This design comes from an exercise in tuning for small area, a short achievable clock period and few clock cycles per item on the open sky130 flow, not from production work. The RTL of this run was laid out without a check of its function. Power and IR drop assume default switching activity.

$ cat flow/config.mk
export PLATFORM = sky130hd
export DESIGN_NAME = tpu_top
export DESIGN_NICKNAME = tpu_top
export VERILOG_FILES = /design/flow/design.v
export SDC_FILE = /design/flow/constraint.sdc
export NUM_CORES = 4
export LEC_CHECK = 0
export CAP_MARGIN = 20
export CORE_MARGIN = 2
export CORE_UTILIZATION = 55
export PLACE_DENSITY = 0.7
export SETUP_SLACK_MARGIN = 1.0
export SLEW_MARGIN = 20
export SYNTH_HIERARCHICAL = 1
$ cat flow/constraint.sdc
create_clock -name core_clock -period 5.0 [get_ports {clk}]
set_input_delay 1.0000 -clock core_clock [delete_from_list [all_inputs] [get_ports {clk}]]
set_output_delay 1.0000 -clock core_clock [all_outputs]
set_load 0.01 [all_outputs]
$ cat flow/flow/run.sh
#!/bin/bash
# The standard layout with two changes:
# - the port buffers that buffer_ports inserts are sky130_fd_sc_hd__buf_4 instead of the
#   library's default pick, so the input ports can drive their fanout; every port still
#   gets its own buffer;
# - synthesis is the standard flow's own script (synth_recipe.tcl) except that Yosys's synth skips its
#   generic ABC pass (-noabc), so the full and half adders written in the RTL reach
#   extract_fa as written instead of re-expressed with inverters. Everything else (the
#   -nofsm -noshare synth, flattening, renaming, flip-flop mapping and the final ABC
#   mapping) is unchanged, so the registers are the standard synthesis's.
set -euo pipefail
sed '1s/.*/proc synth {args} { yosys synth -nofsm -noshare -noabc {*}$args }/' \
        synth_recipe.tcl > noabc_synth.tcl
sed "s#SYNTH_SCRIPT=[^ ]*#SYNTH_SCRIPT=$PWD/noabc_synth.tcl#" standard.sh > standard_noabc.sh
export BUFFER_PORTS_ARGS="-buffer_cell sky130_fd_sc_hd__buf_4"
bash standard_noabc.sh > standard.log 2>&1
$ cat flow/standard.sh
#!/bin/bash
# synth_recipe.tcl (not shown) runs the flow's synth.tcl, then flattens the netlist and writes it again
# the make line also repeats each setting of config.mk as NAME=value (left out here)
make -C /OpenROAD-flow-scripts/flow DESIGN_CONFIG=/design/flow/config.mk WORK_HOME=/design/flow/orfs CLKGATE_MAP_FILE= SYNTH_SCRIPT=/design/flow/synth_recipe.tcl "${@:-finish}"
$ cat flow/design.v
package tpu_pkg;
        localparam int ARRAY_DIM  = 4;
        localparam int DATA_WIDTH = 8;
        typedef logic [DATA_WIDTH-1:0] elem_t;
endpackage
`timescale 1ns/10ps
module tpu_pe
(
        input  logic [7:0] a_in,
        input  logic [7:0] b_in,
        input  logic [7:0] acc_in,
        output logic [7:0] sum
);
        logic pp1, pp2, pp3, pp4, pp5, pp6, pp7, pp8, pp9, pp10, pp11, pp12, pp13, pp14, pp15, pp16, pp17, pp18, pp19, pp20, pp21, pp22, pp23, pp24, pp25, pp26, pp27, pp28, pp29, pp30, pp31, pp32, pp33, pp34, pp35, pp36, s37, c38, s39, c40, s41, c42, s43, c44, s45, c46, s47, c48, s49, c50, s51, c52, s53, c54, s55, c56, s57, c58, s59, c60, s61, c62, s63, c64, s65, c66, s67, c68, s69, c70, s71, c72, s73, c74, s75, c76, s77, c78, s79, c80, s81, c82, s83, c84, s85, c86, s87, c88, x89, x90, x91, x92, x93, x94, x95, x96, x97, x98, x99, x100, x101, x102;
        logic [7:5] row0, row1;
        logic top, c7;
        assign pp1 = ~a_in[0] | ~b_in[0];
        assign pp2 = ~a_in[0] | ~b_in[1];
        assign pp3 = ~a_in[0] | ~b_in[2];
        assign pp4 = ~a_in[0] | ~b_in[3];
        assign pp5 = ~a_in[0] | ~b_in[4];
        assign pp6 = ~a_in[0] | ~b_in[5];
        assign pp7 = ~a_in[0] | ~b_in[6];
        assign pp8 = ~a_in[0] | ~b_in[7];
        assign pp9 = ~a_in[1] | ~b_in[0];
        assign pp10 = ~a_in[1] | ~b_in[1];
        assign pp11 = ~a_in[1] | ~b_in[2];
        assign pp12 = ~a_in[1] | ~b_in[3];
        assign pp13 = ~a_in[1] | ~b_in[4];
        assign pp14 = ~a_in[1] | ~b_in[5];
        assign pp15 = ~a_in[1] | ~b_in[6];
        assign pp16 = ~a_in[2] | ~b_in[0];
        assign pp17 = ~a_in[2] | ~b_in[1];
        assign pp18 = ~a_in[2] | ~b_in[2];
        assign pp19 = ~a_in[2] | ~b_in[3];
        assign pp20 = ~a_in[2] | ~b_in[4];
        assign pp21 = ~a_in[2] | ~b_in[5];
        assign pp22 = ~a_in[3] | ~b_in[0];
        assign pp23 = ~a_in[3] | ~b_in[1];
        assign pp24 = ~a_in[3] | ~b_in[2];
        assign pp25 = ~a_in[3] | ~b_in[3];
        assign pp26 = ~a_in[3] | ~b_in[4];
        assign pp27 = ~a_in[4] | ~b_in[0];
        assign pp28 = ~a_in[4] | ~b_in[1];
        assign pp29 = ~a_in[4] | ~b_in[2];
        assign pp30 = ~a_in[4] | ~b_in[3];
        assign pp31 = ~a_in[5] | ~b_in[0];
        assign pp32 = ~a_in[5] | ~b_in[1];
        assign pp33 = ~a_in[5] | ~b_in[2];
        assign pp34 = ~a_in[6] | ~b_in[0];
        assign pp35 = ~a_in[6] | ~b_in[1];
        assign pp36 = ~a_in[7] | ~b_in[0];
        assign s37 = pp1 ^ acc_in[0];
        assign c38 = pp1 & acc_in[0];
        assign s39 = pp2 ^ pp9 ^ acc_in[1];
        assign c40 = (pp2 & pp9) | (pp2 & acc_in[1]) | (pp9 & acc_in[1]);
        assign s41 = c38 ^ s39;
        assign c42 = c38 & s39;
        assign s43 = pp10 ^ pp16 ^ pp3;
        assign c44 = (pp10 & pp16) | (pp10 & pp3) | (pp16 & pp3);
        assign s45 = acc_in[2] ^ s43 ^ c40;
        assign c46 = (acc_in[2] & s43) | (acc_in[2] & c40) | (s43 & c40);
        assign s47 = c42 ^ s45;
        assign c48 = c42 & s45;
        assign s49 = pp11 ^ pp17 ^ pp22;
        assign c50 = (pp11 & pp17) | (pp11 & pp22) | (pp17 & pp22);
        assign s51 = pp4 ^ acc_in[3] ^ c44;
        assign c52 = (pp4 & acc_in[3]) | (pp4 & c44) | (acc_in[3] & c44);
        assign s53 = s49 ^ s51 ^ c46;
        assign c54 = (s49 & s51) | (s49 & c46) | (s51 & c46);
        assign s55 = c48 ^ s53;
        assign c56 = c48 & s53;
        assign s57 = pp12 ^ pp18 ^ pp23;
        assign c58 = (pp12 & pp18) | (pp12 & pp23) | (pp18 & pp23);
        assign s59 = pp27 ^ pp5 ^ acc_in[4];
        assign c60 = (pp27 & pp5) | (pp27 & acc_in[4]) | (pp5 & acc_in[4]);
        assign s61 = c50 ^ s57 ^ c52;
        assign c62 = (c50 & s57) | (c50 & c52) | (s57 & c52);
        assign s63 = s59 ^ s61 ^ c54;
        assign c64 = (s59 & s61) | (s59 & c54) | (s61 & c54);
        assign s65 = c56 ^ s63;
        assign c66 = c56 & s63;
        assign s67 = pp13 ^ pp19 ^ pp24;
        assign c68 = (pp13 & pp19) | (pp13 & pp24) | (pp19 & pp24);
        assign s69 = pp28 ^ pp31 ^ pp6;
        assign c70 = (pp28 & pp31) | (pp28 & pp6) | (pp31 & pp6);
        assign s71 = acc_in[5] ^ c58 ^ s67;
        assign c72 = (acc_in[5] & c58) | (acc_in[5] & s67) | (c58 & s67);
        assign s73 = s69 ^ c60 ^ s71;
        assign c74 = (s69 & c60) | (s69 & s71) | (c60 & s71);
        assign s75 = c62 ^ s73 ^ c64;
        assign c76 = (c62 & s73) | (c62 & c64) | (s73 & c64);
        assign s77 = pp14 ^ pp20 ^ pp25;
        assign c78 = (pp14 & pp20) | (pp14 & pp25) | (pp20 & pp25);
        assign s79 = pp29 ^ pp32 ^ pp34;
        assign c80 = (pp29 & pp32) | (pp29 & pp34) | (pp32 & pp34);
        assign s81 = pp7 ^ acc_in[6] ^ c68;
        assign c82 = (pp7 & acc_in[6]) | (pp7 & c68) | (acc_in[6] & c68);
        assign s83 = c70 ^ s77 ^ s79;
        assign c84 = (c70 & s77) | (c70 & s79) | (s77 & s79);
        assign s85 = c72 ^ s81 ^ s83;
        assign c86 = (c72 & s81) | (c72 & s83) | (s81 & s83);
        assign s87 = c74 ^ s85;
        assign c88 = c74 & s85;
        tpu_x u_x89 (.a(pp15), .b(pp21), .y(x89));
        tpu_x u_x90 (.a(pp26), .b(pp30), .y(x90));
        tpu_x u_x91 (.a(pp33), .b(pp35), .y(x91));
        tpu_x u_x92 (.a(pp36), .b(pp8), .y(x92));
        tpu_x u_x93 (.a(x89), .b(x90), .y(x93));
        tpu_x u_x94 (.a(x91), .b(x92), .y(x94));
        tpu_x u_x95 (.a(acc_in[7]), .b(c78), .y(x95));
        tpu_x u_x96 (.a(c80), .b(x93), .y(x96));
        tpu_x u_x97 (.a(x94), .b(x95), .y(x97));
        tpu_x u_x98 (.a(x96), .b(c82), .y(x98));
        tpu_x u_x99 (.a(x97), .b(c84), .y(x99));
        tpu_x u_x100 (.a(x98), .b(x99), .y(x100));
        tpu_x u_x101 (.a(x100), .b(c86), .y(x101));
        tpu_x u_x102 (.a(x101), .b(c88), .y(x102));
        assign sum[0] = s37;
        assign sum[1] = s41;
        assign sum[2] = s47;
        assign sum[3] = s55;
        assign sum[4] = s65;
        assign row0[5] = c66;
        assign row1[5] = s75;
        assign row0[6] = s87;
        assign row1[6] = c76;
        assign top = x102;
        assign {c7, sum[6:5]} = {1'b0, row0[6:5]} + {1'b0, row1[6:5]};
        tpu_x u_top (.a(top), .b(c7), .y(sum[7]));
endmodule
module tpu_x
(
        input  logic a,
        input  logic b,
        output logic y
);
        assign y = a ^ b;
endmodule
`timescale 1ns/10ps
module tpu_top
(
        input  logic clk,
        input  logic rst_n,
        input  logic in_valid,
        input  logic [31:0] a,
        input  logic [31:0] b,
        input  logic out_ready,
        output logic in_ready,
        output logic [31:0] out,
        output logic out_valid,
        output logic done
);
        localparam int N = 4;
        localparam int W = 8;
        logic [1:0]     kin;             
        logic [N-1:0]   orow;            
        logic [N*W-1:0] obuf [1:N-1];    
        logic [N*W-1:0] acc0;            
        logic [N*W-1:0] c_row [1:N-1];   
        logic first, last, ob_free, xfer, in_fire, out_fire;
        assign first    = (kin == 2'd0);
        assign last     = (kin == 2'd3);
        assign ob_free  = !out_valid || (orow[N-1] && out_ready);
        assign in_ready = first ? (!orow[0] || out_ready) :
                          last  ? ob_free : 1'b1;
        assign in_fire  = in_valid && in_ready;
        assign xfer     = in_fire && last;
        assign out_valid = |orow;
        assign out_fire  = out_valid && out_ready;
        always_comb begin
                out = ~acc0 & {(N*W){orow[0]}};
                for (int r = 1; r < N; r++) begin
                        out = out | (~obuf[r] & {(N*W){orow[r]}});
                end
        end
        always_ff @(posedge clk or negedge rst_n) begin
                if (!rst_n) begin
                        kin  <= 2'd0;
                        orow <= '0;
                        done <= 1'b0;
                end else begin
                        done <= out_fire && orow[N-1];
                        if (in_fire) begin
                                kin <= kin + 2'd1;
                        end
                        if (xfer) begin
                                orow <= 4'b0001;
                        end else if (out_fire) begin
                                orow <= {orow[N-2:0], 1'b0};
                        end
                end
        end
        always_ff @(posedge clk) begin
                if (xfer) begin
                        for (int r = 1; r < N; r++) begin
                                obuf[r] <= c_row[r];
                        end
                end
        end
        for (genvar i = 0; i < N; i++) begin : g_row
                for (genvar j = 0; j < N; j++) begin : g_col
                        logic [W-1:0] acc, sum;
                        tpu_pe u_pe (
                                .a_in   (a[(N-1-i)*W +: W]),
                                .b_in   (b[(N-1-j)*W +: W]),
                                .acc_in (first ? 8'd251 : acc),
                                .sum    (sum)
                        );
                        always_ff @(posedge clk) begin
                                if (in_fire) begin
                                        acc <= sum;
                                end
                        end
                        if (i == 0) begin : g_out0
                                assign acc0[(N-1-j)*W +: W] = acc;
                        end else begin : g_sum
                                assign c_row[i][(N-1-j)*W +: W] = sum;
                        end
                end
        end
endmodule
==> results.txt <==
## cell usage in the layout (no fill, tap or decap), drive strengths merged, types with 3 or more instances in the layout
| cell | n |
|---|---|
| dfrtp | 7 |
| xor2 | 240 |
| clkbuf | 35 |
| o22ai | 65 |
| clkinv | 10 |
| buf | 144 |
| or2 | 144 |
| nor2b | 17 |
| edfxtp | 224 |
| mux2i | 3 |
| bufinv | 6 |
| nor2 | 4 |
| nand2 | 578 |
| inv | 9 |
| fa | 336 |
| ha | 114 |
## registers in the layout, indices dropped and copies added (netlist names)
name and count:
g_row.g_col.acc 128, obuf 96, orow 4, kin 2
done 1
## per-layer routing
metal  vias to the layer above  GRT usage (%)  share of wire [%]
met1                      7373           39.9                 41
li1                       6137              -                  -
met5                         -              0                  0
met2                       673           46.5                 48
met4                         0           8.03                2.6
met3                       103           4.64                8.1
## kinds of logic after synthesis
logic type,after synthesis,synth area share (%)
compound gates,67,1.96
flops,231,31.7
mux,4,0.207
fa+ha+maj,450,37.5
simple gates,746,14.8
buf+inv,148,4.12
xor+xnor,241,9.70
## power breakdown
part	switching, W	internal (W)	leakage (nW)
sequential	0.000316	0.00463	2.21
clock	0.000845	0.00136	0.483
combinational	0.00610	0.00535	6.63
total	0.00726	0.0113	9.33
## timing repair
item                       in CTS  in global routing
gates cloned                    2                  4
buffers inserted               10                  7
setup endpoints to repair      56                 56
gates resized for setup        18                 47
pin swaps                       9                 24
## worst reg2reg max path: stages, from the launching register on
cell and delay (ps):
dfrtp_1 370, inv_2 50, ha_4 250, clkbuf_16 210, or2_2 330, fa_2 400
fa_2 350, fa_2 350, fa_2 350, fa_1 450, ha_2 190, fa_2 330
xor2_1 150
## area by class of cell
cell class / count / share of cell area (%)
Clock buffer: 31 / 2.99
Clock inverter: 18 / 1.06
Timing Repair Buffer: 150 / 5.91
Inverter: 9 / 0.153
Sequential cell: 231 / 28.1
Tap cell: 518 / 2.64
Multi-Input combinational cell: 1508 / 59.1
## per-module statistics from Yosys (local to each module, per instance)
module   area (sq um)  flip-flops and latches  copies in the design
tpu_pe            691                       0                    16
tpu_top          8600                     231                     1
tpu_x            8.76                       0                   240
## worst paths after layout
check	endpoint	slack, ps	cells past startpoint
worst max-delay path	g_row[0].g_col[0].acc[7]$_DFFE_PP_	990	12
worst min-delay path	done$_DFF_PN0_	250	1
worst max register to register	g_row[0].g_col[0].acc[7]$_DFFE_PP_	990	12
worst min register to register	orow[2]$_DFFE_PN0P_	580	2
max in group asynchronous	orow[0]$_DFFE_PN0P_	4610	1
min in group core_clock	orow[2]$_DFFE_PN0P_	580	2
## per-stage QoR
stage / total power, W / util [%]
floorplan: 0.0139 / -
global placement: 0.0153 / 59.3
detailed placement: 0.0158 / 59.3
CTS: 0.0184 / 62.5
global route: 0.0201 / 63.2
finish: 0.0186 / 63.2
==> flow_summary.json <==
{
  "final-hold-violation-count": 0,
  "drive_gt1_share_pct": 26.0,
  "critPathSlowestCell": "fa_1",
  "drcViolationCount": 0,
  "worst_path_most_repeated_cell": "fa_2",
  "design_area_sq_mm": 0.0246,
  "ff_latch_area_sq_mm": 0.00690,
  "synth_most_common_cell": "nand2_1",
  "root_buffer": "clkbuf_16",
  "cts_tree": "done",
  "first_pass_iters": 5,
  "synth_top_area_share_pct": 30.9,
  "antenna_found_initial": 0,
  "die_w_um": 203,
  "chipHeight_um": 203,
  "holdWs_ps": 251,
  "status": "timing/DRC/antenna clean",
  "wire_per_inst_um": 23.2,
  "start_util_pct": 56.0,
  "placed_cells": 2393,
  "grt_setup_unrepaired": "true",
  "grt_usage_pct": 28.5,
  "cp_top_family": "adder cells",
  "leakage_nw": 9.33,
  "netlist_instances": 1887,
  "clock_latency_ps": 550,
  "timing.final.crit_share_pct": 80.2,
  "slew_headroom_pct": 47.2,
  "finClkSkew_ps": 15.0,
  "numCtsBuffers": 28,
  "vias": 14300,
  "syn_to_final_growth_pct": 12.9,
  "grt_max_degree": 100,
  "syn-num-nets": 2405,
  "first_global_vias": 15500,
  "fin_crit_ps": 4010,
  "insertedDiodeCount": 0,
  "drt_iter0_markers": 939,
  "async_reset_ff_share_pct": 3.03,
  "r2r-start": "kin[1]$_DFFE_PN0P_",
  "fin_ws_ps": 992,
  "slowest_delay_ps": 450,
  "cp-start-kind": "register",
  "multiInputGateArea_sq_mm": 0.0145,
  "fin_tns_setup_ps": 0,
  "routabilityCongestion": 0.854,
  "dieArea_sq_mm": 0.0412,
  "yosys-top-cells-area": "edfxtp_1 31%, fa_1 31%, nand2_1 10%, xor2_1 9.7%, ha_1 6.6%",
  "core_area_sq_mm": 0.0388,
  "cts_max_path_buffers": 3,
  "dp_hpwl_mm": 37.0,
  "numPortBuffers": 102,
  "slew_viol_final": 0,
  "max_freq_mhz": 249,
  "synth_flop_cell": "edfxtp_1",
  "synth_edf_count": 224,
  "cp_cell_sequence": "inv_2 -> ha_4 -> clkbuf_16 -> or2_2 -> fa_2 -> fa_2 -> fa_2 -> fa_2 -> fa_1 -> ha_2 -> fa_2 -> xor2_1",
  "critical_path.n_buffers_inverters": 2,
  "boundaryPins": 103,
  "nets": 2446,
  "crit_fanout": 9,
  "synth_seq_area_share_pct": 31.7,
  "dpl_cell_area_sq_mm": 0.0230,
  "worst_slew_pin_slew_ps": 791,
  "arrival_ps": 4300,
  "yosys.area.top_type": "edfxtp_1",
  "setup_viol": 0,
  "worst_ep_required_time_ps": 5290,
  "end_kind": "register",
  "ys_seq_elements": 231,
  "postSynthAreaPerCell_sq_um": 11.5,
  "h-tree-depth": 1,
  "grt_pass1_wl_mm": 89.1,
  "gr-total-overflow": 0,
  "ys_types": 23,
  "viasPerCell": 5.80,
  "setup.worst_path.start": "kin[1]$_DFFE_PN0P_",
  "ant_nets": 0,
  "cts_sinks": 231,
  "yosys_warnings": 9,
  "dpl_worst_slack_ps": 454,
  "path_clk_slew_ps": 60,
  "ir_drop_mv": 0.497,
  "rows": 72,
  "hold_buffers": 0,
  "maxCapViolations": 0,
  "syn_area_sq_mm": 0.0217,
  "fillers": 2949,
  "path_class": "register to register",
  "synthTopCellsByCount": "578 x nand2_1, 336 x fa_1, 240 x xor2_1",
  "fin_cells": 2465,
  "wl_mm": 57.3,
  "p_per_area_mw_per_mm2": 757,
  "hold_class": "input port to async pin"
}

==> separate check: timing with driven ports <==
The results above use ideal ports. As a check the final layout listed here was re-extracted and re-timed, cells and wires unchanged. Step 1 assumes that a clkbuf_16 drives the clock port and a buf_2 every other input. Step 2 moves the port delays by t, midway between the first and last clock arrival at a register: inputs arrive t later, outputs are due t later. That takes back most of the time a late clock gives input paths. Slacks: ideal ports / drivers / drivers and shift; pairs: ideal ports / drivers.
t (ns): 0.595
setup slack, ns: 0.992 / 0.992 / 0.481
hold WS [ns]: 0.251 / 0.225 / 0.580
worst register clock-pin slew, ns: 0.06 / 0.06
worst data-port slew with drivers (ns): 0.05
After both steps setup and hold are still met in this run. The setup slack of this run moves by 0.000 ns with the drivers and by -0.511 ns with both steps.
